From an optimization exercise on the open Yosys and OpenROAD flow, aimed at small area, a short achievable clock period and few clock cycles per item; shortcuts taken in it are not production practice.
In this exercise RTL edits were held to simulation tests only and were not proved equivalent to the original.
Power figures rest on the tool's default switching activity, not on a simulated workload.

File: design/flow/config.mk
export PLATFORM = sky130hd
export DESIGN_NAME = circular_array_deque
export DESIGN_NICKNAME = circular_array_deque
export VERILOG_FILES = /design/flow/design.v
export SDC_FILE = /design/flow/constraint.sdc
export NUM_CORES = 8
export LEC_CHECK = 0
export CAP_MARGIN = 20
export CORE_MARGIN = 2
export CORE_UTILIZATION = 40
export SLEW_MARGIN = 20
File: design/flow/constraint.sdc
create_clock -name core_clock -period 8.0 [get_ports {i_clk}]
set_input_delay 1.6000 -clock core_clock [delete_from_list [all_inputs] [get_ports {i_clk}]]
set_output_delay 1.6000 -clock core_clock [all_outputs]
set_load 0.01 [all_outputs]
File: design/flow/design.v
`default_nettype none
package dca_pkg;
    localparam int IDX_W = 7;
    localparam int VAL_W = 32;
    typedef enum logic [1:0] {
        OP_GET = 2'd0,
        OP_SET = 2'd1,
        OP_ADD = 2'd2,
        OP_REM = 2'd3
    } t_op;
    typedef enum logic [1:0] {
        STAT_OK    = 2'd0,
        STAT_FULL  = 2'd1,
        STAT_RANGE = 2'd2
    } t_status;
    typedef enum logic {
        S_IDLE = 1'b0,
        S_READ = 1'b1
    } t_state;
    typedef enum logic [1:0] {
        CMD_NONE = 2'd0,
        CMD_INS  = 2'd1,
        CMD_REM  = 2'd2,
        CMD_SET  = 2'd3
    } t_cell_cmd;
    typedef struct packed {
        logic                    load_tap;
        t_cell_cmd               cmd;
        logic [IDX_W-1:0]        index;
        logic signed [VAL_W-1:0] value;
    } t_cell_ctl;
    typedef struct packed {
        logic [1:0]              operation;
        logic [IDX_W-1:0]        index;
        logic signed [VAL_W-1:0] value;
    } t_item;
    typedef struct packed {
        logic signed [VAL_W-1:0] read_value;
        logic [1:0]              status;
        logic [IDX_W-1:0]        count;
    } t_result;
endpackage
`default_nettype wire
`default_nettype none
module dca_cell #(
    parameter int POS = 0
) (
    input  wire                          i_clk,
    input  wire dca_pkg::t_cell_ctl      i_ctl,
    input  wire logic signed [31:0]      i_left_data,
    input  wire logic signed [31:0]      i_right_data,
    input  wire logic signed [31:0]      i_right_tap,
    output logic signed [31:0]           o_data,
    output logic signed [31:0]           o_tap
);
    logic signed [dca_pkg::VAL_W-1:0] r_data;
    logic signed [dca_pkg::VAL_W-1:0] r_tap;
    logic signed [dca_pkg::VAL_W-1:0] n_data;
    logic signed [dca_pkg::VAL_W-1:0] n_tap;
    int                      idx;
    always_comb begin
        idx    = int'(i_ctl.index);
        n_data = r_data;
        unique case (i_ctl.cmd)
            dca_pkg::CMD_INS: begin
                if (POS > idx) begin
                    n_data = i_left_data;
                end else if (POS == idx) begin
                    n_data = i_ctl.value;
                end
            end
            dca_pkg::CMD_REM: begin
                if (POS >= idx) begin
                    n_data = i_right_data;
                end
            end
            dca_pkg::CMD_SET: begin
                if (POS == idx) begin
                    n_data = i_ctl.value;
                end
            end
            default: begin
                n_data = r_data;
            end
        endcase
    end
    always_comb begin
        n_tap = i_ctl.load_tap ? r_data : i_right_tap;
    end
    always_ff @(posedge i_clk) begin
        r_data <= n_data;
        r_tap  <= n_tap;
    end
    assign o_data = r_data;
    assign o_tap  = r_tap;
endmodule
`default_nettype wire
`default_nettype none
module circular_array_deque #(
    parameter int CAPACITY = 64
) (
    input  wire                i_clk,
    input  wire                i_rst_n,
    input  wire                i_start,
    input  wire [40:0]         i_item,
    output logic               o_busy,
    output logic               o_strobe,
    output logic [40:0]        o_result
);
    dca_pkg::t_item              w_item;
    assign w_item = dca_pkg::t_item'(i_item);
    localparam int CW = $clog2(CAPACITY + 1);
    localparam int XW = (CW > dca_pkg::IDX_W) ? CW : dca_pkg::IDX_W;
    dca_pkg::t_state             r_state;
    dca_pkg::t_state             n_state;
    logic [CW-1:0]      r_count;
    logic [CW-1:0]      n_count;
    logic [dca_pkg::IDX_W-1:0]   r_rem;
    logic [dca_pkg::IDX_W-1:0]   n_rem;
    logic               r_strobe;
    logic               n_strobe;
    dca_pkg::t_result            r_result;
    dca_pkg::t_result            n_result;
    logic [1:0]         r_pend_status;
    logic [1:0]         n_pend_status;
    logic [dca_pkg::IDX_W-1:0]   r_pend_count;
    logic [dca_pkg::IDX_W-1:0]   n_pend_count;
    logic               acc;
    dca_pkg::t_op                op;
    logic [XW-1:0]      idx_x;
    logic [XW-1:0]      cnt_x;
    logic               full;
    logic               bad;
    dca_pkg::t_status            status;
    logic               ok;
    dca_pkg::t_cell_ctl          ctl;
    logic [XW-1:0]      next_cnt_x;
    logic signed [dca_pkg::VAL_W-1:0] w_data  [CAPACITY];
    logic signed [dca_pkg::VAL_W-1:0] w_tap   [CAPACITY];
    logic signed [dca_pkg::VAL_W-1:0] w_left  [CAPACITY];
    logic signed [dca_pkg::VAL_W-1:0] w_right [CAPACITY];
    logic signed [dca_pkg::VAL_W-1:0] w_rtap  [CAPACITY];
    always_comb begin
        acc   = i_start && (r_state == dca_pkg::S_IDLE);
        op    = dca_pkg::t_op'(w_item.operation);
        idx_x = XW'(w_item.index);
        cnt_x = XW'(r_count);
        full  = (r_count == CW'(CAPACITY));
        bad   = (op == dca_pkg::OP_ADD) ? (idx_x > cnt_x) : (idx_x >= cnt_x);
        if (op == dca_pkg::OP_ADD && full) begin
            status = dca_pkg::STAT_FULL;
        end else if (bad) begin
            status = dca_pkg::STAT_RANGE;
        end else begin
            status = dca_pkg::STAT_OK;
        end
        ok = (status == dca_pkg::STAT_OK);
    end
    always_comb begin
        ctl.load_tap = acc;
        ctl.index    = w_item.index;
        ctl.value    = w_item.value;
        ctl.cmd      = dca_pkg::CMD_NONE;
        if (acc && ok) begin
            unique case (op)
                dca_pkg::OP_GET: ctl.cmd = dca_pkg::CMD_NONE;
                dca_pkg::OP_SET: ctl.cmd = dca_pkg::CMD_SET;
                dca_pkg::OP_ADD: ctl.cmd = dca_pkg::CMD_INS;
                dca_pkg::OP_REM: ctl.cmd = dca_pkg::CMD_REM;
                default: ctl.cmd = dca_pkg::CMD_NONE;
            endcase
        end
    end
    for (genvar j = 0; j < CAPACITY; j++) begin : g_cell
        if (j == 0) begin : g_first
            assign w_left[j] = '0;
        end else begin : g_inner_l
            assign w_left[j] = w_data[j-1];
        end
        if (j == CAPACITY - 1) begin : g_last
            assign w_right[j] = '0;
            assign w_rtap[j]  = '0;
        end else begin : g_inner_r
            assign w_right[j] = w_data[j+1];
            assign w_rtap[j]  = w_tap[j+1];
        end
        dca_cell #(
            .POS (j)
        ) u_cell (
            .i_clk        (i_clk),
            .i_ctl        (ctl),
            .i_left_data  (w_left[j]),
            .i_right_data (w_right[j]),
            .i_right_tap  (w_rtap[j]),
            .o_data       (w_data[j]),
            .o_tap        (w_tap[j])
        );
    end
    always_comb begin
        n_state       = r_state;
        n_count       = r_count;
        n_rem         = r_rem;
        n_strobe      = 1'b0;
        n_result      = r_result;
        n_pend_status = r_pend_status;
        n_pend_count  = r_pend_count;
        next_cnt_x    = cnt_x;
        unique case (r_state)
            dca_pkg::S_IDLE: begin
                if (acc) begin
                    if (ok && op == dca_pkg::OP_ADD) begin
                        n_count = r_count + CW'(1);
                    end else if (ok && op == dca_pkg::OP_REM) begin
                        n_count = r_count - CW'(1);
                    end
                    next_cnt_x = XW'(n_count);
                    if (!ok || op == dca_pkg::OP_ADD) begin
                        n_strobe            = 1'b1;
                        n_result.read_value = '0;
                        n_result.status     = status;
                        n_result.count      = next_cnt_x[dca_pkg::IDX_W-1:0];
                    end else begin
                        n_state       = dca_pkg::S_READ;
                        n_rem         = w_item.index;
                        n_pend_status = status;
                        n_pend_count  = next_cnt_x[dca_pkg::IDX_W-1:0];
                    end
                end
            end
            dca_pkg::S_READ: begin
                if (r_rem == '0) begin
                    n_strobe            = 1'b1;
                    n_result.read_value = w_tap[0];
                    n_result.status     = r_pend_status;
                    n_result.count      = r_pend_count;
                    n_state             = dca_pkg::S_IDLE;
                end else begin
                    n_rem = r_rem - dca_pkg::IDX_W'(1);
                end
            end
            default: begin
                n_state = dca_pkg::S_IDLE;
            end
        endcase
    end
    always_ff @(posedge i_clk) begin
        if (!i_rst_n) begin
            r_state  <= dca_pkg::S_IDLE;
            r_count  <= '0;
            r_rem    <= '0;
            r_strobe <= 1'b0;
        end else begin
            r_state  <= n_state;
            r_count  <= n_count;
            r_rem    <= n_rem;
            r_strobe <= n_strobe;
        end
    end
    always_ff @(posedge i_clk) begin
        r_result      <= n_result;
        r_pend_status <= n_pend_status;
        r_pend_count  <= n_pend_count;
    end
    assign o_busy   = (r_state != dca_pkg::S_IDLE);
    assign o_strobe = r_strobe;
    assign o_result = r_result;
endmodule
`default_nettype wire
File: design/flow/run.sh
#!/bin/bash
# synth_recipe.tcl (not shown) runs the flow's synth.tcl, then flattens the netlist and writes it again
# the make line also repeats each setting of config.mk as NAME=value (left out here)
make -C /OpenROAD-flow-scripts/flow DESIGN_CONFIG=/design/flow/config.mk WORK_HOME=/design/flow/orfs CLKGATE_MAP_FILE= SYNTH_SCRIPT=/design/flow/synth_recipe.tcl finish
==> PnR_summary.wiki <==
{| class="wikitable"
! Metric !! Value
|-
| Mapped Nets || 25300
|-
| Yosys cell types || 70
|-
| Full die area || 544000 sq um
|-
| Max-slew violations || 0
|-
| Setup bufs post-CTS || 0
|-
| Depth of the CTS H-tree || 5
|-
| Worst min-delay path startpoint || g_cell[37].u_cell.r_tap[9]$_DFF_P_
|-
| Non-Filler Cell Area, Final || 236000 sq um
|-
| Crit path max fanout || 49
|-
| Combinational family with the most area after synthesis || simple AND/OR/NAND/NOR gates
|-
| Synth top area cells || sky130_fd_sc_hd__edfxtp_1 (29%), sky130_fd_sc_hd__dfxtp_1 (19%), sky130_fd_sc_hd__nand2_1 (14%)
|-
| Critical Path Start || i_item[37]
|-
| Die outline width || 737 um
|-
| Root Buffer Master || sky130_fd_sc_hd__clkbuf_16
|-
| Number of detailed-routing iterations run before antenna repair || 6
|-
| Arithmetic-cell share of the synthesized area counting full adders, half adders and majority gates || 0.0931%
|-
| Number of nets with antenna violations after detailed routing || 0
|-
| Post-layout worst setup margin || 2.85 ns
|-
| Xor/xnor share of the synthesized area || 0.0326%
|-
| Startpoint kind of the worst setup timing path || input pin
|-
| Setup Skew || 0.117 ns
|-
| Total routing usage reported by global routing || 25.7%
|-
| Total of warnings raised by yosys || 73
|-
| Crit path kind || in2reg
|-
| IO Pins || 87
|-
| Wire length reported by the detailed router || 729000 um
|-
| Setup WS pre-CTS || 1.93 ns
|-
| Mapped Avg Cell Area || 8.54 sq um
|-
| First-pass GRT wire length || 1090000 um
|-
| Relative slew margins || 19.1%
|-
| Leading cell types in the layout, fill and taps excluded || sky130_fd_sc_hd__nand2_1 (7964), sky130_fd_sc_hd__nor2_1 (2392), sky130_fd_sc_hd__edfxtp_1 (2098)
|-
| Rows || 269
|-
| Proportion of synthesized chip area in sequential cells || 48.5%
|-
| Final GP Congestion || 0.839
|-
| Dominant cell type by area after synthesis || sky130_fd_sc_hd__edfxtp_1
|-
| Number of max-cap violations || 0
|-
| Clock tree from TritonCTS || done
|-
| DRC Markers || 0
|-
| Vertical die dimension || 737 um
|-
| Result of the run || finished clean
|-
| Final standard cell utilization of the core || 43.9%
|-
| Avg WL per Cell || 23.1 um
|-
| Filler Cell Count || 52100
|-
| Clock net sink count || 4162
|-
| Instance count of the mapped netlist || 25200
|-
| Transition time at the pin with the least slew margin || 1.21 ns
|-
| CTS clk-pin slew, worst paths || 0.06 ns
|-
| Dominant register cell in the synthesized netlist || sky130_fd_sc_hd__edfxtp_1
|-
| Setup TNS || 0 ns
|-
| Fraction of synthesized area in multiplexers || 9.57%
|-
| Start of the worst register-to-register path || r_state$_SDFF_PN0_
|-
| Number of hold buffers added after CTS || 0
|-
| P&R area growth vs syn || 9.54%
|-
| Sort of element at the end of the critical path || register
|-
| Net count, final || 24000
|-
| Initial Util || 40.1%
|-
| Vias || 181000
|-
| Grt total ovfl || 0
|-
| DPL Wire Length || 452000 um
|-
| Total power per unit cell area || 232 nW/um^2
|-
| Area fraction of the dominant cell type after synthesis || 29.3%
|-
| Maximum frequency from static timing analysis || 0.194 GHz
|-
| Number of storage elements in the synthesis netlist || 4162
|-
| Area of the core region || 536000 sq um
|-
| Required time of the worst setup path || 8.72 ns
|-
| Non-filler cells in the finished layout || 31500
|-
| Final period util || 64.4%
|-
| Fraction of layout instances using a drive strength above 1 || 6.73%
|-
| Antenna violations before repair || 19
|-
| Post-placement cell count || 30600
|-
| Complex-gate fraction of the synthesized area || 18.3%
|-
| Basic-gate share of the synthesized area counting and, or, nand and nor cells || 18.9%
|-
| Via count of the first global-routing pass || 170000
|-
| Final number of hold-violating endpoints || 0
|-
| Type of the tightest min-delay check || reg2reg
|-
| Clock latency on the worst-skew pair || 1.09 ns
|-
| Number of vias per cell after detailed routing || 5.75
|-
| Largest net degree at the start of global routing || 230
|-
| Static leakage power || 103 nW
|-
| EDFF count, synth || 2098
|-
| PostCTS Resize Cnt || 0
|-
| Port bufs || 86
|-
| Num CTS Buffers || 459
|-
| Syn Std Cell Area || 215000 sq um
|-
| Most frequent standard cell in the layout excluding fill and tap cells || sky130_fd_sc_hd__nand2_1
|-
| Critical path data arrival time || 5.87 ns
|-
| Largest vdd supply drop || 0.000196 V
|-
| Post-layout min period || 5.15 ns
|-
| Initial DRC count || 18900
|-
| Setup repair after global routing missed its margin || false
|-
| Bufs on Longest Clock Path || 4
|-
| Area post-placement || 220000 sq um
|-
| Setup Viol. Count Final || 0
|-
| Share of synthesized flip-flops with an asynchronous set or reset || 0%
|}
[cell type report]
cell class              instances  area [sq um]  share of cell area, %
diodes                          6          15.0                0.00637
clock buffers                 713         13600                   5.77
clock inverters               158          1610                  0.683
inverters                      30           120                 0.0510
multi-input cells           18700        102000                   43.3
flip-flops and latches       4162        104000                   44.3
well taps                    7181          8980                   3.81
repair buffers                518          4980                   2.11
[routing by layer]
| layer | vias up | track usage, % | part of all wire [%] |
|---|---|---|---|
| li1 | 84300 | - | - |
| met1 | 88200 | 34.6 | 42 |
| met2 | 7251 | 42.0 | 47 |
| met3 | 1452 | 3.30 | 7.4 |
| met4 | 6 | 9.76 | 4.0 |
| met5 | - | 0 | 0.0063 |
[report_power, final]
group / leakage (nW) / switching, mW / internal (mW) / total [mW]
logic: 59.1 / 5.07 / 2.37 / 7.44
clock network: 7.48 / 9.29 / 12.3 / 21.6
registers: 36.5 / 1.09 / 24.5 / 25.6
total: 103 / 15.4 / 39.2 / 54.6
[kinds of logic (layout without fill, tap and decap cells)]
group	count (synthesis)	count (layout)
AOI/OAI and AO/OA	6008	6008
xor gates and xnor gates	8	8
adders and majority gates	16	16
buffers and inverters	2291	1419
DFF	4162	4162
muxes	2056	2056
other	0	6
and+or+nand+nor	10700	10700
[Yosys cell counts (25+ instances only)]
cell type,number
sky130_fd_sc_hd__nand2_1,8016
sky130_fd_sc_hd__nor2_1,2439
sky130_fd_sc_hd__edfxtp_1,2098
sky130_fd_sc_hd__dfxtp_1,2064
sky130_fd_sc_hd__mux2i_1,2050
sky130_fd_sc_hd__a21oi_1,1456
sky130_fd_sc_hd__clkbuf_1,1417
sky130_fd_sc_hd__o21ai_0,1311
sky130_fd_sc_hd__o211ai_1,1154
sky130_fd_sc_hd__a21o_1,995
sky130_fd_sc_hd__a211oi_1,755
sky130_fd_sc_hd__buf_2,442
sky130_fd_sc_hd__buf_1,268
sky130_fd_sc_hd__a211oi_2,239
sky130_fd_sc_hd__buf_6,88
sky130_fd_sc_hd__and2_1,72
sky130_fd_sc_hd__buf_4,41
sky130_fd_sc_hd__o22ai_1,36
sky130_fd_sc_hd__o21ai_1,30
sky130_fd_sc_hd__inv_1,27
sky130_fd_sc_hd__nand3_1,26
sky130_fd_sc_hd__nand2b_1,25
[metrics by stage]
stage	power, mW	hold slack, ns
after floorplan	30.8	0.399
after global placement	33.2	0.401
after detailed placement	33.4	0.404
after CTS	54.8	0.317
after global routing	56.6	0.360
final	54.6	0.327
[registers in the layout, indices dropped and copies added (netlist names)]
name,flops
r_state,1
r_count,7
r_pend_count,7
r_pend_status,2
r_rem,7
g_cell.u_cell.r_tap,2048
r_strobe,1
r_result,41
g_cell.u_cell.r_data,2048
[worst max-delay path, stage by stage]
cell                       delay, ns
sky130_fd_sc_hd__buf_2          0.32
sky130_fd_sc_hd__ha_1           0.35
sky130_fd_sc_hd__a211o_1        0.26
sky130_fd_sc_hd__or2_2          0.29
sky130_fd_sc_hd__o21bai_2       0.66
sky130_fd_sc_hd__nand3_4        0.67
sky130_fd_sc_hd__buf_4          0.54
sky130_fd_sc_hd__o21ai_2        0.72
sky130_fd_sc_hd__buf_4          0.36
[path summary, 6_finish.rpt]
check	depth (start not counted)	endpoint	slack, ns
max	9	g_cell[24].u_cell.r_data[28]$_DFFE_PP_	2.85
min	2	g_cell[36].u_cell.r_tap[9]$_DFF_P_	0.33
max reg2reg	8	g_cell[61].u_cell.r_data[7]$_DFFE_PP_	2.87
min reg2reg	2	g_cell[36].u_cell.r_tap[9]$_DFF_P_	0.33
Testbench counts, summed over its fixed seeds: cycles 509,815, items 24,000.

-- port drivers added, routing unchanged --
Ports are ideal in the flow. The routed layout listed here was re-timed in OpenROAD. Step 1, drivers: a clkbuf_16 drives i_clk and a buf_2 each remaining input, both assumed. Step 2 also shifts input and output timing later by t, the mid clock arrival at the registers, as if the neighbouring blocks saw the same clock. a / b / c = no drivers / after step 1 / after step 2; a / b = the first two.
t (ns): 1.165
setup slack, ns: 2.851 / 2.874 / 1.796
worst register clock-pin slew, ns: 0.07 / 0.07
worst data-port slew with drivers (ns): 0.09
After both steps this run still meets setup and hold. The setup slack of this run moves by +0.023 ns with the drivers and by -1.055 ns with both steps.
